What follows belongs to an exercise in optimizing a design on an open flow for small area; a production flow would make more cautious choices.
Where RTL was checked, it was by simulation tests only, not by an equivalence proof against the original.
The RTL of runs 4 and 5 was laid out without a check of its function.
No activity file was given, so power comes from the tool's default toggle rates.

==> design.v <==
module xgmii_crossbar_n #(
  parameter int NUM_PORTS = 4,
  parameter int CNT_W     = 16,
  localparam int IDX_W    = (NUM_PORTS > 2) ? $clog2(NUM_PORTS) : 1
) (
  input  logic                         clk,
  input  logic                         reset,
  input  logic [8*NUM_PORTS-1:0]       eth_in_xgmii_ctrl,
  input  logic [64*NUM_PORTS-1:0]      eth_in_xgmii_data,
  input  logic [IDX_W*NUM_PORTS-1:0]   route_map,
  output logic [8*NUM_PORTS-1:0]       eth_out_xgmii_ctrl,
  output logic [64*NUM_PORTS-1:0]      eth_out_xgmii_data,
  output logic [CNT_W*NUM_PORTS-1:0]   drop_cnt,
  output logic [CNT_W*NUM_PORTS-1:0]   err_cnt,
  output logic [NUM_PORTS-1:0]         fwd_state
);
  logic [NUM_PORTS-1:0] sof, eof;
  for (genvar i = 0; i < NUM_PORTS; i++) begin : g_delim
    logic [7:0] fd;
    for (genvar k = 0; k < 8; k++) begin : g_lane
      assign fd[k] = eth_in_xgmii_ctrl[8*i+k] && (eth_in_xgmii_data[64*i+8*k +: 8] == 8'hFD);
    end
    assign sof[i] = eth_in_xgmii_ctrl[8*i] && (eth_in_xgmii_data[64*i +: 8] == 8'hFB);
    assign eof[i] = |fd;
  end
  logic [8*NUM_PORTS-1:0]  ictrl_q;
  logic [64*NUM_PORTS-1:0] idata_q;
  always_ff @(posedge clk) begin
    ictrl_q <= eth_in_xgmii_ctrl;
    idata_q <= eth_in_xgmii_data;
  end
  logic [2*NUM_PORTS-1:0]     mode_q;
  logic [IDX_W*NUM_PORTS-1:0] last_q;
  logic [NUM_PORTS-1:0]       fwd;
  logic [NUM_PORTS-1:0]       drop_q;
  logic [NUM_PORTS-1:0] busy, fresh, granted, lost;
  for (genvar e = 0; e < NUM_PORTS; e++) begin : g_fwd
    assign fwd[e] = mode_q[2*e+1] & mode_q[2*e];
  end
  for (genvar i = 0; i < NUM_PORTS; i++) begin : g_busy
    logic [NUM_PORTS-1:0] hit;
    for (genvar e = 0; e < NUM_PORTS; e++) begin : g_e
      assign hit[e] = fwd[e] && (last_q[IDX_W*e +: IDX_W] == IDX_W'(i));
    end
    assign busy[i] = |hit;
  end
  assign fresh = sof & ~drop_q;
  logic [NUM_PORTS*NUM_PORTS-1:0] gnt;   
  for (genvar e = 0; e < NUM_PORTS; e++) begin : g_egress
    logic [NUM_PORTS-1:0] req;
    logic [IDX_W-1:0]     lq, w;
    logic [NUM_PORTS:0]   fnd;
    logic [IDX_W-1:0]     wsel [NUM_PORTS+1];
    logic                 found, abort;
    logic [1:0]           mode_d;
    logic [IDX_W-1:0]     last_d;
    logic [CNT_W-1:0]     dcnt_q, ecnt_q;
    logic [3:0]           inc [NUM_PORTS+1];
    logic [NUM_PORTS-1:0] sel;
    logic                 f_idle, f_err, f_any;
    assign lq = last_q[IDX_W*e +: IDX_W];
    for (genvar i = 0; i < NUM_PORTS; i++) begin : g_req
      assign req[i] = fresh[i] && !busy[i] && (route_map[IDX_W*i +: IDX_W] == IDX_W'(e));
    end
    assign fnd[0]  = 1'b0;
    assign wsel[0] = lq;
    for (genvar k = 1; k <= NUM_PORTS; k++) begin : g_rr
      logic [IDX_W-1:0] c;
      assign c       = lq + IDX_W'(k);
      assign fnd[k]  = fnd[k-1] | req[c];
      assign wsel[k] = fnd[k-1] ? wsel[k-1] : c;
    end
    assign found = fnd[NUM_PORTS] && !fwd[e];
    assign w     = wsel[NUM_PORTS];
    assign abort = fwd[e] && sof[lq];
    for (genvar i = 0; i < NUM_PORTS; i++) begin : g_gnt
      assign gnt[NUM_PORTS*e+i] = found && (w == IDX_W'(i));
    end
    always_comb begin
      last_d = lq;
      mode_d = 2'b00;
      if (fwd[e]) begin
        if (sof[lq]) mode_d = 2'b01;
        else         mode_d = {1'b1, !eof[lq]};
      end else if (found) begin
        last_d = w;
        mode_d = {1'b1, !eof[w]};
      end
    end
    assign inc[0] = 4'd0;
    for (genvar i = 0; i < NUM_PORTS; i++) begin : g_inc
      assign inc[i+1] = inc[i] + {3'b000, (lost[i] && (route_map[IDX_W*i +: IDX_W] == IDX_W'(e)))};
    end
    always_ff @(posedge clk or negedge reset) begin
      if (!reset) begin
        mode_q[2*e +: 2]          <= 2'b00;
        last_q[IDX_W*e +: IDX_W]  <= IDX_W'(NUM_PORTS - 1);
        dcnt_q <= '0;
        ecnt_q <= '0;
      end else begin
        mode_q[2*e +: 2]          <= mode_d;
        last_q[IDX_W*e +: IDX_W]  <= last_d;
        dcnt_q <= sat_add(dcnt_q, inc[NUM_PORTS]);
        ecnt_q <= sat_add(ecnt_q, {3'b000, abort});
      end
    end
    for (genvar i = 0; i < NUM_PORTS; i++) begin : g_sel
      assign sel[i] = mode_q[2*e+1] && (lq == IDX_W'(i));
    end
    assign f_any  = !mode_q[2*e+1];
    assign f_err  = f_any && mode_q[2*e];
    assign f_idle = f_any && !mode_q[2*e];
    logic [7:0]  oc;
    logic [63:0] od;
    always_comb begin
      oc = {8{f_any}};
      for (int k = 0; k < 8; k++) begin
        od[8*k]       = f_idle;
        od[8*k+1]     = f_any;
        od[8*k+2]     = f_any;
        od[8*k+3 +: 5] = {5{f_err}};
      end
      for (int i = 0; i < NUM_PORTS; i++) begin
        oc = oc | ({8{sel[i]}} & ictrl_q[8*i +: 8]);
        od = od | ({64{sel[i]}} & idata_q[64*i +: 64]);
      end
    end
    assign eth_out_xgmii_ctrl[8*e +: 8]   = oc;
    assign eth_out_xgmii_data[64*e +: 64] = od;
    assign drop_cnt[CNT_W*e +: CNT_W]     = dcnt_q;
    assign err_cnt[CNT_W*e +: CNT_W]      = ecnt_q;
    assign fwd_state[e] = fwd[e];
  end
  for (genvar i = 0; i < NUM_PORTS; i++) begin : g_grant
    logic [NUM_PORTS-1:0] hit;
    for (genvar e = 0; e < NUM_PORTS; e++) begin : g_e
      assign hit[e] = gnt[NUM_PORTS*e+i];
    end
    assign granted[i] = |hit;
  end
  assign lost = fresh & ~granted;
  always_ff @(posedge clk or negedge reset) begin
    if (!reset) drop_q <= '0;
    else        drop_q <= (drop_q | lost) & ~eof;
  end
  function automatic logic [CNT_W-1:0] sat_add(input logic [CNT_W-1:0] a,
                                               input logic [3:0] b);
    logic [CNT_W:0] sum;
    sum = {1'b0, a} + {{(CNT_W-3){1'b0}}, b};
    sat_add = sum[CNT_W] ? {CNT_W{1'b1}} : sum[CNT_W-1:0];
  endfunction
endmodule
==> flow/run.sh <==
#!/bin/bash
set -euo pipefail
bash standard.sh "BUFFER_PORTS_ARGS=-buffer_cell sky130_fd_sc_hd__buf_1" \
  "CTS_ARGS=-sink_clustering_enable -repair_clock_nets -dont_use_dummy_load" \
  finish > flow_make.log 2>&1
==> standard.sh <==
#!/bin/bash
# synth_recipe.tcl (not shown) runs the flow's synth.tcl, then flattens the netlist and writes it again
# the make line also repeats each setting of config.mk as NAME=value (left out here)
make -C /OpenROAD-flow-scripts/flow DESIGN_CONFIG=/design/flow/config.mk WORK_HOME=/design/flow/orfs CLKGATE_MAP_FILE= SYNTH_SCRIPT=/design/flow/synth_recipe.tcl "${@:-finish}"
==> config.mk <==
export PLATFORM = sky130hd
export DESIGN_NAME = xgmii_crossbar_n
export DESIGN_NICKNAME = xgmii_crossbar_n
export VERILOG_FILES = /design/flow/design.v
export SDC_FILE = /design/flow/constraint.sdc
export NUM_CORES = 4
export LEC_CHECK = 0
export CAP_MARGIN = 20
export CORE_MARGIN = 2
export CORE_UTILIZATION = 35
export PLACE_DENSITY = 0.6
export SLEW_MARGIN = 20
==> constraint.sdc <==
create_clock -name core_clock -period 8.0 [get_ports {clk}]
set_input_delay 1.6000 -clock core_clock [delete_from_list [all_inputs] [get_ports {clk}]]
set_output_delay 1.6000 -clock core_clock [all_outputs]
set_load 0.01 [all_outputs]
==> impl_summary.log, run 1 <==
[metrics] Placed Cells incl. Taps: approximately 4000
[metrics] synth unique cells: 76
[metrics] Max Clock Skew: ~0.035 ns
[metrics] first-pass GRT wire length: 172000 um
[metrics] height of the die: around 260 um
[metrics] headroom to the max-slew limit: 29.2%
[metrics] highest achievable clock rate: around 150 MHz
[metrics] Detailed Routing Iterations Pass 1: 9
[metrics] Worst R2R Start: last_q[2]$_DFFE_PN1P_
[metrics] clock-pin slew reported for the worst setup and hold paths after clock tree synthesis: approximately 0.06 ns
[metrics] final layout net count: about 3500
[metrics] crit path launch type: input port
[metrics] number of vias in the routed layout: between 20000 and 30000
[metrics] Overflow after GRT: 0
[metrics] total I/O pin count: between 700 and 800
[metrics] number of non-filler instances in the completed layout: between 3000 and 4000
[metrics] Root Driver: sky130_fd_sc_hd__clkbuf_16
[metrics] core area: around 63000 um^2
[metrics] mean post-synth cell area: a little under 9 um^2
[metrics] post-route cell area: ~27000 um^2
[metrics] final RePlAce weighted congestion: roughly 1.0
[metrics] kind of end point of the critical path: register
[metrics] clock network latency to the later pin of the worst-skew pair: just over 0.6 ns
[metrics] drt total wl: 120000 um
[metrics] category of the critical setup timing path: input port to register
[metrics] worst r2r path cells: 19
[metrics] power per cell area: approximately 170 nW/um^2
[metrics] dominant cell type by area after synthesis: sky130_fd_sc_hd__dfxtp_1
[metrics] area post-placement: roughly 26000 um^2
[metrics] cell count after synthesis: 2494
[metrics] Area growth syn-to-layout: 20.7%
[metrics] setup repair after global routing missed its margin: no
[metrics] Tightest Pin Transition: 1.06 ns
[metrics] critical path data arrival time: 7.14 ns
[metrics] number of port buffers: 717
[metrics] share of async-settable or async-resettable flops after synthesis: about a third
[metrics] largest net degree at the start of global routing: 74
[metrics] number of slew-limit violations in the final report: 0
[metrics] cell area after synthesis: ~22000 um^2
[metrics] Worst Hold Depth: 2
[metrics] number of max-capacitance violations reported: 0
[metrics] number of synthesized register bits: 436
[metrics] violation count after the first detailed-routing iteration: between 3000 and 4000
[metrics] hold_buf cts: 0
[metrics] dominant synthesized flop cell: sky130_fd_sc_hd__dfxtp_1
[metrics] total clock buffers created by CTS: 51
[metrics] Yosys warnings: 9
[metrics] largest fanout of any net on the critical path: 13
[metrics] highest ir drop seen on vdd: roughly 140 uV
[metrics] Hold Vio Cnt, Final: 0
[metrics] mux contribution to synthesized area: 1.78%
[metrics] share of the cycle needed by the critical path after routing: between 80% and 90%
[metrics] Syn Nets: 2832
[metrics] mean routed wirelength per cell: ~30 um
[metrics] via count of the first global-routing pass: 24200
[metrics] largest family of logic cells by synthesized area: compound AO/OA/AOI/OAI gates
[metrics] hold worst-path end: last_q[7]$_DFFE_PN1P_
[metrics] effective utilization at floorplan: a little over a third
[metrics] leakage power: 10.3 nW
[metrics] Compound-Gate Fraction of Synth Area: between 20% and 30%
[metrics] Resize count post-CTS: 0
[metrics] min-delay src: last_q[7]$_DFFE_PN1P_
[metrics] fillcell total: roughly 6500
[metrics] summed negative setup slack over all endpoints: 0 ns
[metrics] detailed placer's ending HPWL: approximately 84000 um
[metrics] number of synthesized flops with an enable pin: 0
[metrics] global routing usage summed across all routing layers: a little over a third
[metrics] antenna violations before repair: 9
[metrics] area share of the largest cell type after synthesis: roughly 26%
[metrics] simple-gate share of the synthesized area: between 20% and 30%
[metrics] worst-case register-to-register setup slack: ~1.4 ns
[metrics] biggest area contributors in the synthesized netlist: sky130_fd_sc_hd__dfxtp_1, sky130_fd_sc_hd__a22oi_1, sky130_fd_sc_hd__dfrtp_1
[metrics] routed vias/inst: 6.42
[metrics] drc violations: 0
[metrics] worst hold path class: register to register
[metrics] number of placement rows: just over 90
[metrics] XOR/XNOR Fraction of Synth Area: roughly 3.0%
[metrics] register area share after synthesis: 42.5%
[metrics] full die area: ~66000 um^2
[metrics] post-synthesis adder-cell area fraction: about 2.6%
[metrics] data required time at the worst endpoint: around 8.5 ns
[metrics] result of the run: timing/DRC/antenna clean
[metrics] share of cells above drive strength 1: 5.69%
[metrics] deepest clock path buffer count: 3
[metrics] Num Clock Sinks: 436
[metrics] horizontal die dimension: about 260 um
[metrics] Antenna Nets Post-Route: 0
[metrics] destination of the worst register-to-register timing path: g_egress[3].dcnt_q[6]$_DFF_PN0_
[metrics] setup violation total in the final timing report: 0
[metrics] deepest level of the CTS H-tree: 2
[metrics] setup bufs post-CTS: 0
[metrics] TritonCTS clock tree: yes
[metrics] Tmin final: 6.66 ns
==> worst max-delay path, cell delays in order <==
cell and delay, ns:
sky130_fd_sc_hd__buf_1 0.10, sky130_fd_sc_hd__nand3_1 0.33, sky130_fd_sc_hd__nor4_1 0.86, sky130_fd_sc_hd__a22oi_1 0.20
sky130_fd_sc_hd__a2111oi_0 0.62, sky130_fd_sc_hd__a21oi_1 0.21, sky130_fd_sc_hd__nand2b_1 0.22, sky130_fd_sc_hd__o221ai_1 0.16
sky130_fd_sc_hd__o21ba_4 0.29, sky130_fd_sc_hd__nand2_1 0.08, sky130_fd_sc_hd__fa_1 0.53, sky130_fd_sc_hd__inv_1 0.05
sky130_fd_sc_hd__fa_1 0.40, sky130_fd_sc_hd__fa_1 0.46, sky130_fd_sc_hd__and3_1 0.19, sky130_fd_sc_hd__and3_1 0.22
sky130_fd_sc_hd__inv_1 0.07, sky130_fd_sc_hd__nor2_1 0.07, sky130_fd_sc_hd__nand3_1 0.12, sky130_fd_sc_hd__or2_2 0.28
sky130_fd_sc_hd__nand2_1 0.09
==> area by class of cell <==
type                    instances  area [um^2]  share of cell area, %
well taps                     846         1060                   3.93
diodes                          3         7.51                 0.0279
multi-input cells            1829        12000                   44.6
flip-flops and latches        436         9480                   35.2
clock buffers                  51         1280                   4.74
inverters                      44          165                  0.613
repair buffers                750         2940                   10.9
==> cells in the mapped netlist (all sizes together) (4+ instances only) <==
library cell and count:
o211ai 6, nand2 215, nand3 378, nand2b 32, xor2 37, o21ai 34, and3 42, buf 15
mux4 9, a21o 4, a2111oi 5, nand4 71, and2 18, ha 28, nor3b 6, dfxtp 288
nor2b 11, inv 41, clkbuf 170, dfstp 8, and4 17, fa 12, dfrtp 140, nor3 20
a21oi 37, mux2 11, nor2 70, xnor2 39, a22oi 580, or2 15, nor4 47, a31oi 13
o21a 10, o311ai 4, mux2i 7, or3 11
==> power by group <==
part,total (mW),leakage (nW),switching [mW],internal [mW]
logic,0.269,5.30,0.183,0.0858
registers,2.38,4.42,0.104,2.27
clock network,2.00,0.628,0.895,1.11
==> state kept, by name (all words and copies together), names as in the netlist <==
| register | cells |
|---|---|
| drop_q | 4 |
| last_q | 8 |
| g_egress.ecnt_q | 64 |
| g_egress.dcnt_q | 64 |
| ictrl_q | 32 |
| mode_q | 8 |
| idata_q | 256 |
==> cells by family after synthesis <==
group,after synthesis
fa+ha+maj,40
simple gates,961
xor+xnor,76
flops,436
compound gates,725
mux,27
buf+inv,229
==> worst max-delay path by stage <==
stage	from	to	slack [ns]
CTS	eth_in_xgmii_data[71]	g_egress[3].dcnt_q[6]$_DFF_PN0_	1.51
global route	eth_in_xgmii_data[68]	g_egress[1].dcnt_q[6]$_DFF_PN0_	1.08
global placement	eth_in_xgmii_data[68]	g_egress[1].dcnt_q[13]$_DFF_PN0_	0.94
floorplan	eth_in_xgmii_data[194]	g_egress[1].dcnt_q[10]$_DFF_PN0_	1.75
detailed placement	eth_in_xgmii_data[71]	g_egress[3].dcnt_q[6]$_DFF_PN0_	0.85
finish	eth_in_xgmii_data[71]	g_egress[1].dcnt_q[2]$_DFF_PN0_	1.34
==> per-stage QoR <==
stage                     hold WS, ns  setup slack, ns  total power, mW  util (%)
final                           0.514             1.34             4.65      42.7
after global routing            0.532             1.08             4.79      42.7
after CTS                       0.509             1.51             4.66      42.7
after detailed placement        0.501            0.851             2.68      40.7
after global placement          0.505            0.940             2.68      40.7
after floorplan                 0.471             1.75             2.49         -
==> metal layers <==
| metal | track usage [%] | share of wire (%) |
|---|---|---|
| met3 | 10.1 | 13 |
| met2 | 54.1 | 44 |
| met4 | 20.4 | 7.3 |
| met1 | 43.3 | 36 |
| met5 | 0 | 0.064 |
==> cells in the final DEF (no fill, tap or decap), types with 6 or more instances in the layout <==
cell type	count
sky130_fd_sc_hd__nand2_1	214
sky130_fd_sc_hd__or2_2	13
sky130_fd_sc_hd__nor4_1	44
sky130_fd_sc_hd__nor3_1	16
sky130_fd_sc_hd__and4_1	17
sky130_fd_sc_hd__nor3b_1	6
sky130_fd_sc_hd__nand2b_1	28
sky130_fd_sc_hd__and2_2	8
sky130_fd_sc_hd__and3_1	40
sky130_fd_sc_hd__inv_1	39
sky130_fd_sc_hd__o211ai_1	6
sky130_fd_sc_hd__a31oi_1	13
sky130_fd_sc_hd__o21ai_0	34
sky130_fd_sc_hd__buf_1	716
sky130_fd_sc_hd__buf_4	33
sky130_fd_sc_hd__mux4_2	9
sky130_fd_sc_hd__nor2_1	70
sky130_fd_sc_hd__clkbuf_16	51
sky130_fd_sc_hd__nor2b_1	11
sky130_fd_sc_hd__a22oi_1	580
sky130_fd_sc_hd__dfstp_2	8
sky130_fd_sc_hd__and2_4	8
sky130_fd_sc_hd__dfrtp_1	136
sky130_fd_sc_hd__or3_1	11
sky130_fd_sc_hd__a21oi_1	34
sky130_fd_sc_hd__xnor2_1	39
sky130_fd_sc_hd__o21a_1	10
sky130_fd_sc_hd__dfxtp_1	288
sky130_fd_sc_hd__fa_1	12
sky130_fd_sc_hd__xor2_1	37
sky130_fd_sc_hd__ha_1	25
sky130_fd_sc_hd__mux2_2	11
sky130_fd_sc_hd__mux2i_1	7
sky130_fd_sc_hd__nand4_1	71
sky130_fd_sc_hd__nand3_1	378
==> run 2, diff against run 1 <==
==> flow/run.sh (replaced) <==
#!/bin/bash
set -euo pipefail
bash standard.sh "BUFFER_PORTS_ARGS=-buffer_cell sky130_fd_sc_hd__buf_1" \
  "CTS_ARGS=-sink_clustering_enable -repair_clock_nets -dont_use_dummy_load -buf_list sky130_fd_sc_hd__clkbuf_4" \
  finish > flow_make.log 2>&1
==> impl_summary.log, run 2 <==
[metrics] Resize count post-CTS: 0 (unchanged)
[metrics] most common cell in the netlist: sky130_fd_sc_hd__a22oi_1
[metrics] mean routed wirelength per cell: 30.0 um (-0.89%)
[metrics] full die area: 65800 um^2 (unchanged)
[metrics] setup repair after global routing missed its margin: no
[metrics] share of the cycle needed by the critical path after routing: 81.9% (-1.3 points)
[metrics] category of the critical setup timing path: register to register
[metrics] deepest clock path buffer count: 3 (unchanged)
[metrics] critical path data arrival time: 7.27 ns (+0.13 ns)
[metrics] number of max-capacitance violations reported: 0 (unchanged)
[metrics] share of cells above drive strength 1: 7.71% (+2.0 points)
[metrics] crit path launch type: register
[metrics] dominant synthesized flop cell: sky130_fd_sc_hd__dfxtp_1
[metrics] met1 GRT Util: 42.8% (-0.44 points)
[metrics] horizontal die dimension: 257 um (unchanged)
[metrics] Area growth syn-to-layout: 19.0%
[metrics] total clock buffers created by CTS: 119 (+130%)
[metrics] fillcell total: 6545 (+1.1%)
[metrics] Detailed Routing Iterations Pass 1: 8 (-1)
[metrics] share of async-settable or async-resettable flops after synthesis: 33.9% (unchanged)
[metrics] via count of the first global-routing pass: 24800 (+2.4%)
[metrics] met3 demand-to-capacity share in global routing: 11.9% (+1.7 points)
[metrics] final layout net count: 3518 (+2.0%)
[metrics] summed negative setup slack over all endpoints: 0 ns (unchanged)
[metrics] number of placement rows: 92 (unchanged)
[metrics] height of the die: 257 um (unchanged)
[metrics] cell types with the highest counts after synthesis: sky130_fd_sc_hd__a22oi_1, sky130_fd_sc_hd__nand3_1, sky130_fd_sc_hd__dfxtp_1
[metrics] clock-pin slew reported for the worst setup and hold paths after clock tree synthesis: 0.06 ns (about the same)
[metrics] dominant cell type by area after synthesis: sky130_fd_sc_hd__dfxtp_1
[metrics] number of synthesized flops with an enable pin: 0 (unchanged)
[metrics] register area share after synthesis: 42.5% (unchanged)
[metrics] number of vias in the routed layout: 25700 (+1.3%)
[metrics] headroom to the max-slew limit: 23.4% (-5.7 points)
[metrics] global routing's busiest layer: met2
[metrics] worst hold path class: register to register
[metrics] flip-flop count of the largest register after layout: 256 (unchanged)
[metrics] detailed placer's ending HPWL: 84400 um (unchanged)
[metrics] cell count after synthesis: 2494 (unchanged)
[metrics] cell area after synthesis: 22300 um^2 (unchanged)
[metrics] hold_buf cts: 0 (unchanged)
[metrics] first-pass GRT wire length: 173000 um (+0.50%)
[metrics] kind of end point of the critical path: register
[metrics] result of the run: timing/DRC/antenna clean
[metrics] area share of the largest cell type after synthesis: 25.8% (unchanged)
[metrics] number of synthesized register bits: 436 (unchanged)
[metrics] largest registers: idata_q x256, g_egress.dcnt_q x64, g_egress.ecnt_q x64
[metrics] synth unique cells: 76 (unchanged)
[metrics] mean post-synth cell area: 8.95 um^2 (unchanged)
[metrics] met2 track utilization from global routing: 53.8% (-0.22 points)
[metrics] total power consumption of the routed design: 4.20 mW (-9.7%)
[metrics] Max Clock Skew: 0.0702 ns (+0.0349 ns)
[metrics] global routing usage summed across all routing layers: 35.3% (+0.34 points)
[metrics] largest reg by FF count: idata_q
[metrics] drc violations: 0 (unchanged)
[metrics] Overflow after GRT: 0 (unchanged)
[metrics] Tightest Pin Transition: 1.14 ns (+0.0752 ns)
[metrics] Antenna Nets Post-Route: 0 (unchanged)
[metrics] Syn Nets: 2832 (unchanged)
[metrics] most common cell after layout, fill and taps aside: sky130_fd_sc_hd__buf_1
[metrics] area of the multi-input gates: 12000 um^2 (unchanged)
[metrics] largest fanout of any net on the critical path: 13 (unchanged)
[metrics] setup bufs post-CTS: 0 (unchanged)
[metrics] highest achievable clock rate: 153 MHz (+1.6%)
[metrics] antenna violations before repair: 8 (-1)
[metrics] most frequent cells in the layout: sky130_fd_sc_hd__buf_1, sky130_fd_sc_hd__a22oi_1, sky130_fd_sc_hd__nand3_1
[metrics] leakage power: 10.3 nW (-0.78%)
[metrics] Num Clock Sinks: 436 (unchanged)
[metrics] largest net degree at the start of global routing: 74 (unchanged)
[metrics] core area: 63100 um^2 (unchanged)
[metrics] number of slew-limit violations in the final report: 0 (unchanged)
[metrics] power per cell area: 158 nW/um^2 (-8.4%)
[metrics] clock network latency to the later pin of the worst-skew pair: 0.88 ns (+0.27 ns)
[metrics] drt total wl: 121000 um (+0.94%)
[metrics] Root Driver: sky130_fd_sc_hd__clkbuf_4
[metrics] setup violation total in the final timing report: 0 (unchanged)
[metrics] biggest area contributors in the synthesized netlist: sky130_fd_sc_hd__dfxtp_1, sky130_fd_sc_hd__a22oi_1, sky130_fd_sc_hd__dfrtp_1
[metrics] violation count after the first detailed-routing iteration: 3694 (-2.2%)
[metrics] deepest level of the CTS H-tree: 3 (+1)
[metrics] area taken by flip-flops and latches: 9480 um^2 (unchanged)
[metrics] Yosys warnings: 9 (unchanged)
[metrics] number of port buffers: 717 (unchanged)
[metrics] routed vias/inst: 6.38 (-0.54%)
[metrics] TritonCTS clock tree: yes
[metrics] highest ir drop seen on vdd: 109 uV (-25%)
[metrics] effective utilization at floorplan: 35.4% (unchanged)
[metrics] total I/O pin count: 718 (unchanged)
[metrics] Tmin final: 6.56 ns (-0.105 ns)
[metrics] Hold Vio Cnt, Final: 0 (unchanged)
[metrics] data required time at the worst endpoint: 8.71 ns (+0.23 ns)
[metrics] final RePlAce weighted congestion: 1.01 (unchanged)
run 2: cell counts after synthesis:
Identical to the previous run, type by type.
run 2: cells by family (layout without fill, tap and decap cells):
kind of cell	count (synthesis)	in the layout	synth area share, %
buffers and inverters	229	913	3.97
adder cells (fa/ha/maj)	40	40	2.65
AO/OA/AOI/OAI	725	725	24.1
XOR/XNOR	76	76	2.98
AND/OR/NAND/NOR	961	961	22.1
other	0	8	0
flip-flops	436	436	42.5
multiplexers	27	27	1.78
run 2: power by group:
part	switching (mW)	total, mW	leakage (nW)	internal (mW)
Clock	0.887	1.55	0.548	0.666
Combinational	0.183	0.269	5.30	0.0858
Sequential	0.106	2.38	4.42	2.27
run 2: path summary, 6_finish.rpt:
kind | start | depth (start not counted) | to | slack, ns
max | last_q[3]$_DFFE_PN1P_ | 20 | g_egress[3].dcnt_q[6]$_DFF_PN0_ | 1.44
min reg2reg | last_q[7]$_DFFE_PN1P_ | 2 | last_q[7]$_DFFE_PN1P_ | 0.51
max in group asynchronous | reset | 2 | mode_q[3]$_DFF_PN0_ | 5.66
min in group asynchronous | reset | 1 | g_egress[2].dcnt_q[11]$_DFF_PN0_ | 0.81
max reg2reg | last_q[3]$_DFFE_PN1P_ | 20 | g_egress[3].dcnt_q[6]$_DFF_PN0_ | 1.44
min | last_q[7]$_DFFE_PN1P_ | 2 | last_q[7]$_DFFE_PN1P_ | 0.51
run 2: final cells by class:
type / instances / area share, %
Multi-Input combinational cell: 1829 / 45.2
Sequential cell: 436 / 35.7
Timing Repair Buffer: 750 / 11.1
Tap cell: 846 / 3.98
Clock buffer: 119 / 3.36
Inverter: 44 / 0.622
Antenna cell: 8 / 0.0753
run 2: stage by stage:
step / std cells / util (%) / area [um^2] / hold WS, ns / setup WS (ns)
2_1_floorplan: 2494 / - / 22300 / 0.471 / 1.75
3_3_place_gp: 3905 / 40.7 / 25700 / 0.505 / 0.940
3_5_place_dp: 3905 / 40.7 / 25700 / 0.501 / 0.851
4_1_cts: 4024 / 42.1 / 26600 / 0.508 / 1.53
5_1_grt: 4028 / 42.1 / 26600 / 0.531 / 1.07
6_report: 4032 / 42.1 / 26600 / 0.514 / 1.44
run 2: routing by layer:
| metal | part of all wire [%] | wire (um) | vias to the layer above |
|---|---|---|---|
| li1 | - | - | 10900 |
| met1 | 36 | 43800 | 12200 |
| met2 | 44 | 52800 | 2155 |
| met3 | 13 | 15600 | 488 |
| met4 | 7.2 | 8730 | 10 |
| met5 | 0.055 | 67 | - |
run 2: critical path, cell delays in order, from the launching register on:
cell	delay, ns
sky130_fd_sc_hd__dfstp_2	0.61
sky130_fd_sc_hd__clkinv_1	0.30
sky130_fd_sc_hd__ha_1	0.35
sky130_fd_sc_hd__and3_4	0.23
sky130_fd_sc_hd__nor4_1	0.72
sky130_fd_sc_hd__a22oi_1	0.19
sky130_fd_sc_hd__a2111oi_0	0.62
sky130_fd_sc_hd__a21oi_1	0.21
sky130_fd_sc_hd__nand2b_1	0.21
sky130_fd_sc_hd__o221ai_1	0.16
sky130_fd_sc_hd__o21ba_4	0.29
sky130_fd_sc_hd__nand3_1	0.11
sky130_fd_sc_hd__fa_1	0.51
sky130_fd_sc_hd__inv_1	0.05
sky130_fd_sc_hd__fa_1	0.40
sky130_fd_sc_hd__fa_1	0.46
sky130_fd_sc_hd__nand2_1	0.10
sky130_fd_sc_hd__nor2_1	0.08
sky130_fd_sc_hd__and4_1	0.25
sky130_fd_sc_hd__nand3_1	0.39
sky130_fd_sc_hd__o21ai_0	0.16
==> run 3, diff against run 2 <==
==> run.sh (new file) <==
#!/bin/bash
# synth_recipe.tcl (not shown) runs the flow's synth.tcl, then flattens the netlist and writes it again
# the make line also repeats each setting of config.mk as NAME=value (left out here)
make -C /OpenROAD-flow-scripts/flow DESIGN_CONFIG=/design/flow/config.mk WORK_HOME=/design/flow/orfs CLKGATE_MAP_FILE= SYNTH_SCRIPT=/design/flow/synth_recipe.tcl finish
removed: flow/run.sh
removed: standard.sh
==> impl_summary.log, run 3 <==
[metrics] result of the run: timing/DRC/antenna clean
[metrics] deepest level of the CTS H-tree: 2 (-1)
[metrics] critical path data arrival time: 7.27 ns (about the same)
[metrics] cell types with the highest counts after synthesis: sky130_fd_sc_hd__a22oi_1, sky130_fd_sc_hd__nand3_1, sky130_fd_sc_hd__dfxtp_1
[metrics] startpoint of the worst setup timing path: eth_in_xgmii_data[65]
[metrics] via count of the first global-routing pass: 25100 (+1.4%)
[metrics] Yosys warnings: 9 (unchanged)
[metrics] headroom to the max-slew limit: 32.4% (+8.9 points)
[metrics] stage delay of the slowest cell on the critical path: 0.67 ns (-0.05 ns)
[metrics] destination of the worst register-to-register timing path: g_egress[3].dcnt_q[6]$_DFF_PN0_
[metrics] Max stage delay cell, worst path: sky130_fd_sc_hd__and4_1
[metrics] number of synthesized flops with an enable pin: 0 (unchanged)
[metrics] leakage power: 12.5 nW (+22%)
[metrics] TritonCTS clock tree: yes
[metrics] cells along the critical path: clkdlybuf4s50_1, nor3b_1, and4_1, a211oi_1, o311ai_1, nand3_1, a21o_1, a221oi_1, o211a_2, nand3_1, fa_1, inv_1, fa_1, fa_1, nand2_1, nor2_1, and4_1, nand3_1, o21ai_0
[metrics] Overflow after GRT: 0 (unchanged)
[metrics] biggest area contributors in the synthesized netlist: sky130_fd_sc_hd__dfxtp_1, sky130_fd_sc_hd__a22oi_1, sky130_fd_sc_hd__dfrtp_1
[metrics] Num Clock Sinks: 436 (unchanged)
[metrics] switch share: 24.6% (-3.4 points)
[metrics] Root Driver: sky130_fd_sc_hd__clkbuf_16
[metrics] most common cell in the netlist: sky130_fd_sc_hd__a22oi_1
[metrics] area share of the largest cell type after synthesis: 25.8% (unchanged)
[metrics] worst slack on hold paths: 0.542 ns (+0.0282 ns)
[metrics] power per cell area: 164 nW/um^2 (+4.0%)
[metrics] crit path launch type: input port
[metrics] power spent charging and discharging nets: 1.29 mW (+10%)
[metrics] dominant cell type by area after synthesis: sky130_fd_sc_hd__dfxtp_1
[metrics] flip-flop count of the largest register after layout: 256 (unchanged)
[metrics] worst r2r path cells: 20 (unchanged)
[metrics] mean post-synth cell area: 8.95 um^2 (unchanged)
[metrics] total clock buffers created by CTS: 50 (-58%)
[metrics] height of the die: 257 um (unchanged)
[metrics] horizontal die dimension: 257 um (unchanged)
[metrics] synth unique cells: 76 (unchanged)
[metrics] Detailed Routing Iterations Pass 1: 8 (unchanged)
[metrics] final RePlAce weighted congestion: 1.00 (-1.4%)
[metrics] core area: 63100 um^2 (unchanged)
[metrics] register area share after synthesis: 42.5% (unchanged)
[metrics] Tmin final: 6.82 ns (+0.265 ns)
[metrics] Int Pwr: 3.97 mW (+31%)
[metrics] first-pass GRT wire length: 183000 um (+6.2%)
[metrics] drt total wl: 128000 um (+6.1%)
[metrics] cell area after synthesis: 22300 um^2 (unchanged)
[metrics] category of the critical setup timing path: input port to register
[metrics] worst-case register-to-register setup slack: 1.51 ns (+0.07 ns)
[metrics] number of max-capacitance violations reported: 0 (unchanged)
[metrics] full die area: 65800 um^2 (unchanged)
[metrics] most common cell after layout, fill and taps aside: sky130_fd_sc_hd__clkdlybuf4s50_1
[metrics] most frequent cells in the layout: sky130_fd_sc_hd__clkdlybuf4s50_1, sky130_fd_sc_hd__a22oi_1, sky130_fd_sc_hd__nand3_1
[metrics] mean routed wirelength per cell: 32.0 um (+6.5%)
[metrics] antenna violations before repair: 10 (+2)
[metrics] summed negative setup slack over all endpoints: 0 ns (unchanged)
[metrics] largest registers: idata_q x256, g_egress.dcnt_q x64, g_egress.ecnt_q x64
[metrics] routed vias/inst: 6.43 (+0.77%)
[metrics] hold_buf cts: 0 (unchanged)
[metrics] setup repair after global routing missed its margin: no
[metrics] deepest clock path buffer count: 3 (unchanged)
[metrics] Syn Nets: 2832 (unchanged)
[metrics] share of the cycle needed by the critical path after routing: 85.3% (+3.3 points)
[metrics] total I/O pin count: 718 (unchanged)
[metrics] violation count after the first detailed-routing iteration: 3668 (-0.70%)
[metrics] final layout net count: 3458 (-1.7%)
[metrics] number of vias in the routed layout: 25800 (+0.37%)
[metrics] sequential share of power: 45.2% (-11 points)
[metrics] kind of end point of the critical path: register
[metrics] Max Clock Skew: 0.0252 ns (-0.0449 ns)
[metrics] largest fanout of any net on the critical path: 14 (+1)
[metrics] number of port buffers: 717 (unchanged)
[metrics] Resize count post-CTS: 0 (unchanged)
[metrics] highest ir drop seen on vdd: 143 uV (+32%)
[metrics] worst hold path class: register to register
[metrics] effective utilization at floorplan: 35.4% (unchanged)
[metrics] clock network latency to the later pin of the worst-skew pair: 0.61 ns (-0.27 ns)
[metrics] Tightest Pin Transition: 1.01 ns (-0.124 ns)
[metrics] share of async-settable or async-resettable flops after synthesis: 33.9% (unchanged)
[metrics] Final Core Density: 50.8% (+8.6 points)
[metrics] drc violations: 0 (unchanged)
[metrics] number of slew-limit violations in the final report: 0 (unchanged)
[metrics] setup violation total in the final timing report: 0 (unchanged)
[metrics] share of cells above drive strength 1: 7.15% (-0.56 points)
[metrics] dominant synthesized flop cell: sky130_fd_sc_hd__dfxtp_1
[metrics] cell count after synthesis: 2494 (unchanged)
[metrics] number of placement rows: 92 (unchanged)
[metrics] Hold Vio Cnt, Final: 0 (unchanged)
[metrics] global routing usage summed across all routing layers: 37.5% (+2.2 points)
[metrics] post-route cell area: 32000 um^2 (+21%)
[metrics] Clock Power Share: 47.6% (+11 points)
[metrics] portion of total power attributed to combinational logic: 7.2% (+0.8 points)
[metrics] largest net degree at the start of global routing: 80 (+8.1%)
[metrics] clock-pin slew reported for the worst setup and hold paths after clock tree synthesis: 0.06 ns (about the same)
[metrics] Worst R2R Start: last_q[5]$_DFFE_PN1P_
[metrics] setup bufs post-CTS: 0 (unchanged)
[metrics] Antenna Nets Post-Route: 0 (unchanged)
[metrics] highest achievable clock rate: 147 MHz (-3.9%)
[metrics] data required time at the worst endpoint: 8.45 ns (-0.26 ns)
[metrics] area post-placement: 30200 um^2 (+18%)
[metrics] Area growth syn-to-layout: 43.5%
[metrics] detailed placer's ending HPWL: 92400 um (+9.6%)
[metrics] number of synthesized register bits: 436 (unchanged)
[metrics] end point of the critical path: g_egress[3].dcnt_q[6]$_DFF_PN0_
[metrics] largest reg by FF count: idata_q
## run 3: cell counts after synthesis
Identical to the previous run, type by type.
## run 3: critical path: cells and delay by family
family	cells	cell delay (ns)
and+or+nand+nor	8	2.10
AOI/OAI and AO/OA	6	1.64
adders and majority gates	3	1.36
buffers and inverters	2	0.55
## run 3: how the worst min path moves through the flow
stage | from | to | slack (ns) | cells past startpoint
floorplan | last_q[7]$_DFFE_PN1P_ | last_q[7]$_DFFE_PN1P_ | 0.47 | 2
global placement | g_egress[1].dcnt_q[5]$_DFF_PN0_ | g_egress[1].dcnt_q[5]$_DFF_PN0_ | 0.52 | 2
detailed placement | last_q[7]$_DFFE_PN1P_ | last_q[7]$_DFFE_PN1P_ | 0.53 | 2
CTS | last_q[7]$_DFFE_PN1P_ | last_q[7]$_DFFE_PN1P_ | 0.54 | 2
global route | last_q[7]$_DFFE_PN1P_ | last_q[7]$_DFFE_PN1P_ | 0.55 | 2
finish | last_q[7]$_DFFE_PN1P_ | last_q[7]$_DFFE_PN1P_ | 0.54 | 2
## run 3: layout make-up
type | count | area, um^2
inverters | 44 | 165
clock buffers | 71 | 1470
flip-flops and latches | 436 | 9480
clock inverters | 22 | 307
repair buffers | 759 | 7490
multi-input cells | 1829 | 12000
diodes | 9 | 22.5
fillers | 5887 | 31100
well taps | 846 | 1060
## run 3: kinds of logic after synthesis
logic type	Yosys count	synth area share, %
DFF	436	42.5
xor gates and xnor gates	76	2.98
buffers and inverters	229	3.97
AOI/OAI and AO/OA	725	24.1
adders and majority gates	40	2.65
muxes	27	1.78
and+or+nand+nor	961	22.1
## run 3: routing by layer
layer	track usage, %	wire, um
met1	45.4	47300
met2	59.8	57700
met3	9.91	13700
met4	22.1	9640
met5	0	24
## run 3: metrics by stage
step                      total power, mW  setup slack [ns]  cells
after floorplan                      2.49              1.75   2494
after global placement               2.78             0.677   3914
after detailed placement             2.79             0.503   3914
after CTS                            5.27              1.17   4007
after global routing                 5.39             0.739   4013
final                                5.26              1.18   4016
## run 3: power groups by stage
stage	Clock, mW	Combinational, mW	Sequential (mW)
2_1_floorplan	0	0.0994	2.39
3_3_place_gp	0	0.372	2.41
3_5_place_dp	0	0.369	2.42
4_1_cts	2.53	0.373	2.37
5_1_grt	2.61	0.396	2.39
6_report	2.51	0.378	2.38
==> run 4, diff against run 3 <==
--- a/design.v
+++ b/design.v
@@ -87,10 +87,31 @@
         mode_d = {1'b1, !eof[w]};
       end
     end
-    assign inc[0] = 4'd0;
-    for (genvar i = 0; i < NUM_PORTS; i++) begin : g_inc
-      assign inc[i+1] = inc[i] + {3'b000, (lost[i] && (route_map[IDX_W*i +: IDX_W] == IDX_W'(e)))};
+    logic [CNT_W-1:0] dcnt_d, ecnt_d;
+    logic [CNT_W:0]   et;
+    assign et[0] = abort & ~&ecnt_q;
+    for (genvar b = 0; b < CNT_W; b++) begin : g_ecnt
+      assign ecnt_d[b] = ecnt_q[b] ^ et[b];
+      assign et[b+1]   = et[b] & ecnt_q[b];
     end
+    logic [NUM_PORTS-1:0] mine;
+    for (genvar i = 0; i < NUM_PORTS; i++) begin : g_mine
+      assign mine[i] = lost[i] && (route_map[IDX_W*i +: IDX_W] == IDX_W'(e));
+    end
+    logic [2:0] dinc;
+    logic [3:0] dlo;
+    logic       dhi_full, dsat;
+    logic [CNT_W-3:0] dt;
+    assign dinc     = 3'(mine[0]) + 3'(mine[1]) + 3'(mine[2]) + 3'(mine[3]);
+    assign dlo      = {1'b0, dcnt_q[2:0]} + {1'b0, dinc};
+    assign dhi_full = &dcnt_q[CNT_W-1:3];
+    assign dsat     = dlo[3] & dhi_full;
+    assign dt[0]    = dlo[3] & ~dhi_full;
+    for (genvar b = 3; b < CNT_W; b++) begin : g_dcnt
+      assign dcnt_d[b] = dcnt_q[b] ^ dt[b-3];
+      assign dt[b-2]   = dt[b-3] & dcnt_q[b];
+    end
+    assign dcnt_d[2:0] = dlo[2:0] | {3{dsat}};
     always_ff @(posedge clk or negedge reset) begin
       if (!reset) begin
         mode_q[2*e +: 2]          <= 2'b00;
@@ -100,8 +121,8 @@
       end else begin
         mode_q[2*e +: 2]          <= mode_d;
         last_q[IDX_W*e +: IDX_W]  <= last_d;
-        dcnt_q <= sat_add(dcnt_q, inc[NUM_PORTS]);
-        ecnt_q <= sat_add(ecnt_q, {3'b000, abort});
+        dcnt_q <= dcnt_d;
+        ecnt_q <= ecnt_d;
       end
     end
     for (genvar i = 0; i < NUM_PORTS; i++) begin : g_sel
@@ -143,10 +164,4 @@
     if (!reset) drop_q <= '0;
     else        drop_q <= (drop_q | lost) & ~eof;
   end
-  function automatic logic [CNT_W-1:0] sat_add(input logic [CNT_W-1:0] a,
-                                               input logic [3:0] b);
-    logic [CNT_W:0] sum;
-    sum = {1'b0, a} + {{(CNT_W-3){1'b0}}, b};
-    sat_add = sum[CNT_W] ? {CNT_W{1'b1}} : sum[CNT_W-1:0];
-  endfunction
 endmodule
==> flow/run.sh (new file) <==
#!/bin/bash
# The standard layout (standard.sh) with three changes:
#  - synthesis maps logic with an area-oriented ABC script (flow/synth.tcl)
#  - port buffers are plain buf_1 cells
#  - clock tree: larger sink clusters, no dummy loads
set -euo pipefail
export MY_ABC_SCRIPT=$PWD/flow/abc_area.script
bash standard.sh "SYNTH_SCRIPT=$PWD/flow/synth.tcl" \
  "BUFFER_PORTS_ARGS=-buffer_cell sky130_fd_sc_hd__buf_1" \
  "CTS_ARGS=-sink_clustering_enable -repair_clock_nets -dont_use_dummy_load -sink_clustering_size 30 -sink_clustering_max_diameter 100" \
  finish > flow_make.log 2>&1
==> flow/abc_area.script (new file) <==
&get -n
&st
&dch
&nf
&put
==> flow/synth.tcl (new file) <==
# The standard flow's synthesis script, with ABC run on an area-oriented script
# (flow/abc_area.script) instead of ORFS's speed script. Registers are
# untouched: ABC only maps the combinational logic.
proc synth {args} { yosys synth -nofsm -noshare {*}$args }
proc abc {args} {
  set i [lsearch $args -script]
  if {$i >= 0} { lset args [expr {$i+1}] $::env(MY_ABC_SCRIPT) }
  yosys abc {*}$args
}
source $::env(SCRIPTS_DIR)/synth.tcl
# left out here: clear keep_hierarchy, flatten, clean up, hide names made inside functions, write 1_2_yosys.v
==> standard.sh (new file) <==
#!/bin/bash
# synth_recipe.tcl (not shown) runs the flow's synth.tcl, then flattens the netlist and writes it again
# the make line also repeats each setting of config.mk as NAME=value (left out here)
make -C /OpenROAD-flow-scripts/flow DESIGN_CONFIG=/design/flow/config.mk WORK_HOME=/design/flow/orfs CLKGATE_MAP_FILE= SYNTH_SCRIPT=/design/flow/synth_recipe.tcl "${@:-finish}"
--- a/config.mk
+++ b/config.mk
@@ -7,6 +7,6 @@
 export LEC_CHECK = 0
 export CAP_MARGIN = 20
 export CORE_MARGIN = 2
-export CORE_UTILIZATION = 35
-export PLACE_DENSITY = 0.6
+export CORE_UTILIZATION = 60
+export PLACE_DENSITY = 0.75
 export SLEW_MARGIN = 20
removed: run.sh
==> impl_summary.log, run 4 <==
[metrics] mean post-synth cell area: 9.75 um^2 (+9.0%)
[metrics] most common cell in the netlist: sky130_fd_sc_hd__nand2_1
[metrics] dominant cell type by area after synthesis: sky130_fd_sc_hd__dfxtp_1
[metrics] XOR/XNOR Fraction of Synth Area: 0.723% (-2.3 points)
[metrics] post-synthesis adder-cell area fraction: 8.95% (+6.3 points)
[metrics] largest family of logic cells by synthesized area: simple AND/OR/NAND/NOR gates
[metrics] height of the die: 189 um (-26%)
[metrics] result of the run: did not finish
[metrics] dominant synthesized flop cell: sky130_fd_sc_hd__dfxtp_1
[metrics] horizontal die dimension: 189 um (-26%)
[metrics] register area share after synthesis: 46.1% (+3.6 points)
[metrics] stage where the flow stopped: 3_2_place_iop
[metrics] share of async-settable or async-resettable flops after synthesis: 33.9% (unchanged)
[metrics] number of placement rows: 67 (-27%)
[metrics] number of synthesized register bits: 436 (unchanged)
[metrics] Syn Nets: 2548 (-10%)
[metrics] number of synthesized flops with an enable pin: 0 (unchanged)
[metrics] cell count after synthesis: 2110 (-15%)
[metrics] area share of the largest cell type after synthesis: 28.0% (+2.2 points)
[metrics] Compound-Gate Fraction of Synth Area: 17.3% (-6.7 points)
[metrics] biggest area contributors in the synthesized netlist: sky130_fd_sc_hd__dfxtp_1, sky130_fd_sc_hd__dfrtp_1, sky130_fd_sc_hd__a222oi_1
[metrics] simple-gate share of the synthesized area: 23.4% (+1.4 points)
[metrics] mux contribution to synthesized area: 2.79% (+1.0 points)
[metrics] cell area after synthesis: 20600 um^2 (-7.8%)
[metrics] cell types with the highest counts after synthesis: sky130_fd_sc_hd__nand2_1, sky130_fd_sc_hd__dfxtp_1, sky130_fd_sc_hd__a222oi_1
[metrics] synth unique cells: 55 (-28%)
[metrics] tool error: [ERROR PPL-0024] Number of IO pins (718) exceeds maximum number of available positions (678). Increase the die perimeter from 756.84um to 976.48um.
[metrics] effective utilization at floorplan: 61.2% (+26 points)
[metrics] Yosys warnings: 5 (-4)
[run 4: cells by family after synthesis]
logic type | Yosys count
AO/OA/AOI/OAI | 448
XOR/XNOR | 17
adder cells (fa/ha/maj) | 140
buffers and inverters | 38
flip-flops | 436
multiplexers | 44
AND/OR/NAND/NOR | 987
==> run 5, diff against run 4 <==
--- a/flow/run.sh
+++ b/flow/run.sh
@@ -7,5 +7,5 @@
 export MY_ABC_SCRIPT=$PWD/flow/abc_area.script
 bash standard.sh "SYNTH_SCRIPT=$PWD/flow/synth.tcl" \
   "BUFFER_PORTS_ARGS=-buffer_cell sky130_fd_sc_hd__buf_1" \
-  "CTS_ARGS=-sink_clustering_enable -repair_clock_nets -dont_use_dummy_load -sink_clustering_size 30 -sink_clustering_max_diameter 100" \
+  "CTS_ARGS=-sink_clustering_enable -repair_clock_nets -dont_use_dummy_load -sink_clustering_size 20 -sink_clustering_max_diameter 150" \
   finish > flow_make.log 2>&1
--- a/config.mk
+++ b/config.mk
@@ -7,6 +7,6 @@
 export LEC_CHECK = 0
 export CAP_MARGIN = 20
 export CORE_MARGIN = 2
-export CORE_UTILIZATION = 60
-export PLACE_DENSITY = 0.75
+export CORE_UTILIZATION = 35
+export PLACE_DENSITY = 0.6
 export SLEW_MARGIN = 20
==> impl_summary.log, run 5 <==
[metrics] most common cell after layout, fill and taps aside: sky130_fd_sc_hd__buf_1
[metrics] number of slew-limit violations in the final report: 0
[metrics] Tmin final: roughly 7.8 ns
[metrics] Clock Power Share: between 10% and 20%
[metrics] routed vias/inst: 6.57
[metrics] Antenna Nets Post-Route: 0
[metrics] most common cell in the netlist: sky130_fd_sc_hd__nand2_1
[metrics] area share of the largest cell type after synthesis: 28.0% (unchanged)
[metrics] sequential share of power: 37.4%
[metrics] cell area after synthesis: 20600 um^2 (unchanged)
[metrics] number of vias in the routed layout: around 25000
[metrics] flip-flop count of the largest register after layout: approximately 260
[metrics] leakage power: between 10 and 15 nW
[metrics] Final Core Density: 45.0%
[metrics] Syn Nets: 2548 (unchanged)
[metrics] result of the run: timing/DRC/antenna clean
[metrics] number of synthesized register bits: 436 (unchanged)
[metrics] via count of the first global-routing pass: 24000
[metrics] most common cell type on the critical path: sky130_fd_sc_hd__ha_1
[metrics] fillcell total: roughly 5800
[metrics] setup violation total in the final timing report: 0
[metrics] share of async-settable or async-resettable flops after synthesis: 33.9% (unchanged)
[metrics] stage delay of the slowest cell on the critical path: between 0.5 and 0.6 ns
[metrics] power spent charging and discharging nets: 2.98 mW
[metrics] first-pass GRT wire length: roughly 170000 um
[metrics] biggest area contributors in the synthesized netlist: sky130_fd_sc_hd__dfxtp_1, sky130_fd_sc_hd__dfrtp_1, sky130_fd_sc_hd__a222oi_1
[metrics] Num Clock Sinks: 436
[metrics] dominant cell type by area after synthesis: sky130_fd_sc_hd__dfxtp_1
[metrics] headroom to the max-slew limit: 19.2%
[metrics] clock network latency to the later pin of the worst-skew pair: 0.59 ns
[metrics] TritonCTS clock tree: yes
[metrics] switch share: about 45%
[metrics] highest ir drop seen on vdd: 181 uV
[metrics] Max stage delay cell, worst path: sky130_fd_sc_hd__fa_2
[metrics] cell types with the highest counts after synthesis: sky130_fd_sc_hd__nand2_1, sky130_fd_sc_hd__dfxtp_1, sky130_fd_sc_hd__a222oi_1
[metrics] number of synthesized flops with an enable pin: 0 (unchanged)
[metrics] Overflow after GRT: 0
[metrics] worst slack on hold paths: 0.511 ns
[metrics] Hold Vio Cnt, Final: 0
[metrics] detailed placer's ending HPWL: around 85000 um
[metrics] deepest level of the CTS H-tree: 1
[metrics] Worst Hold Depth: 1
[metrics] deepest clock path buffer count: 3
[metrics] critical path data arrival time: a little over 8 ns
[metrics] most frequent cells in the layout: sky130_fd_sc_hd__buf_1, sky130_fd_sc_hd__nand2_1, sky130_fd_sc_hd__dfxtp_1
[metrics] kind of end point of the critical path: register
[metrics] category of the critical setup timing path: input port to register
[metrics] horizontal die dimension: 247 um (+30%)
[metrics] Area growth syn-to-layout: 26.6%
[metrics] share of the cycle needed by the critical path after routing: ~97%
[metrics] Yosys warnings: 5 (unchanged)
[metrics] data required time at the worst endpoint: 8.46 ns
[metrics] number of port buffers: between 700 and 800
[metrics] largest reg by FF count: idata_q
[metrics] highest achievable clock rate: 129 MHz
[metrics] height of the die: 247 um (+30%)
[metrics] Tightest Pin Transition: roughly 1.2 ns
[metrics] Root Driver: sky130_fd_sc_hd__clkbuf_16
[metrics] number of placement rows: 88 (+31%)
[metrics] full die area: approximately 61000 um^2
[metrics] largest registers: idata_q x256, g_egress.dcnt_q x64, g_egress.ecnt_q x64
[metrics] total power consumption of the routed design: approximately 6.7 mW
[metrics] global routing usage summed across all routing layers: approximately 38%
[metrics] mean post-synth cell area: 9.75 um^2 (unchanged)
[metrics] dominant synthesized flop cell: sky130_fd_sc_hd__dfxtp_1
[metrics] mean routed wirelength per cell: 32.2 um
[metrics] core area: ~58000 um^2
[metrics] effective utilization at floorplan: 35.5% (-26 points)
[metrics] final layout net count: ~3400
[metrics] total clock buffers created by CTS: 25
[metrics] total I/O pin count: just over 700
[metrics] largest net degree at the start of global routing: 74
[metrics] number of max-capacitance violations reported: 0
[metrics] crit path launch type: input port
[metrics] drc violations: 0
[metrics] clock-pin slew reported for the worst setup and hold paths after clock tree synthesis: about 0.08 ns
[metrics] portion of total power attributed to combinational logic: a little over two fifths
[metrics] worst hold path class: register to register
[metrics] Detailed Routing Iterations Pass 1: 12
[metrics] summed negative setup slack over all endpoints: 0 ns
[metrics] register area share after synthesis: 46.1% (unchanged)
[metrics] largest fanout of any net on the critical path: 4
[metrics] Int Pwr: ~3.7 mW
[metrics] Max Clock Skew: ~0.026 ns
[metrics] synth unique cells: 55 (unchanged)
[metrics] worst r2r path cells: 32
[metrics] share of cells above drive strength 1: around 7.6%
[metrics] cell count after synthesis: 2110 (unchanged)
[metrics] drt total wl: approximately 120000 um
[metrics] power per cell area: around 260 nW/um^2
[metrics] final RePlAce weighted congestion: 1.01
[metrics] violation count after the first detailed-routing iteration: about 4600
[metrics] antenna violations before repair: 8
-- run 5: cell counts after synthesis --
Identical to the previous run, type by type.
-- run 5: logic make-up after synthesis --
group	synth area share [%]
simple gates	23.4
compound gates	17.3
flops	46.1
fa+ha+maj	8.95
mux	2.79
buf+inv	0.693
xor+xnor	0.723
-- run 5: worst max-delay path: cells and delay by family --
| kind | cells | cell delay [ns] |
|---|---|---|
| AND/OR/NAND/NOR | 9 | 1.84 |
| XOR/XNOR | 1 | 0.14 |
| buffers and inverters | 4 | 0.54 |
| AO/OA/AOI/OAI | 3 | 0.59 |
| adder cells (fa/ha/maj) | 14 | 2.98 |
| multiplexers | 1 | 0.50 |
-- run 5: timing repair --
action	CTS	global route
resized for setup	3	16
pin swaps	0	4
endpoints found under the setup margin	5	11
buffers inserted	1	1
hold buffers	0	0
-- run 5: metrics by stage --
step	area (um^2)	std cells	setup WS (ns)
after floorplan	20600	2110	0.00764
after global placement	25300	3729	-0.721
after detailed placement	25300	3729	-0.757
after CTS	26000	3755	0.0655
after global routing	26100	3761	-0.0264
final	26100	3762	0.247
-- run 5: final timing paths --
kind,from,endpoint,slack [ns]
setup / recovery,eth_in_xgmii_data[198],g_egress[3].dcnt_q[15]$_DFF_PN0_,0.25
hold / removal,g_egress[1].ecnt_q[15]$_DFF_PN0_,g_egress[1].ecnt_q[15]$_DFF_PN0_,0.51
setup reg to reg,last_q[7]$_DFFE_PN1P_,g_egress[3].dcnt_q[15]$_DFF_PN0_,0.59
hold reg to reg,g_egress[1].ecnt_q[15]$_DFF_PN0_,g_egress[1].ecnt_q[15]$_DFF_PN0_,0.51
max in group asynchronous,reset,mode_q[1]$_DFF_PN0_,5.64
min in group asynchronous,reset,g_egress[1].dcnt_q[14]$_DFF_PN0_,1.01
-- run 5: final cells by class --
type | instances | area [um^2] | area share, %
clock buffers | 25 | 626 | 2.40
well taps | 765 | 957 | 3.67
flip-flops and latches | 436 | 9480 | 36.4
diodes | 6 | 15.0 | 0.0576
inverters | 38 | 143 | 0.547
multi-input cells | 1636 | 11100 | 42.5
repair buffers | 856 | 3750 | 14.4
-- run 5: layer usage --
layer	track usage (%)	part of all wire, %
met2	57.0	43
met1	46.8	36
met4	24.7	8.0
met5	0	0.030
met3	10.5	13
-- run 5: power by group through the flow --
| stage | logic (mW) | clock network (mW) | registers, mW |
|---|---|---|---|
| after global routing | 2.94 | 1.40 | 2.51 |
| after floorplan | 1.29 | 0 | 2.50 |
| after global placement | 2.74 | 0 | 2.53 |
| final | 2.86 | 1.32 | 2.50 |
| after detailed placement | 2.74 | 0 | 2.53 |
| after CTS | 2.75 | 1.33 | 2.49 |

[re-timing with driven ports]
The results above use ideal ports. As a check the final layouts listed here were re-extracted and re-timed, cells and wires unchanged.
Step 1 assumes that a clkbuf_16 drives the clock port and a buf_2 every other input.
Step 2 times the ports against the registers' clock, not the clock port: input delays grow and output delays shrink by t, the midpoint of the rising clock arrivals with the driver on.
Slacks: ideal ports / drivers / drivers and shift; pairs: ideal ports / drivers.
run | t (ns) | setup WS [ns] | worst hold slack (ns) | worst register clock-pin slew, ns
run 1 | 0.651 | 1.340 / 1.377 / 0.726 | 0.514 / 0.514 / 0.514 | 0.07 / 0.07
run 2 | 0.933 | 1.445 / 1.445 / 0.689 | 0.514 / 0.514 / 0.514 | 0.07 / 0.07
run 3 | 0.663 | 1.180 / 1.187 / 0.524 | 0.542 / 0.542 / 0.542 | 0.07 / 0.07
run 5 | 0.633 | 0.247 / 0.277 / -0.356 | 0.511 / 0.511 / 0.511 | 0.10 / 0.10
Met with ideal ports but missed after step 2: setup timing in run 5. The setup slack of run 2, which loses most, moves by 0.000 ns with the drivers and by -0.756 ns with both steps.
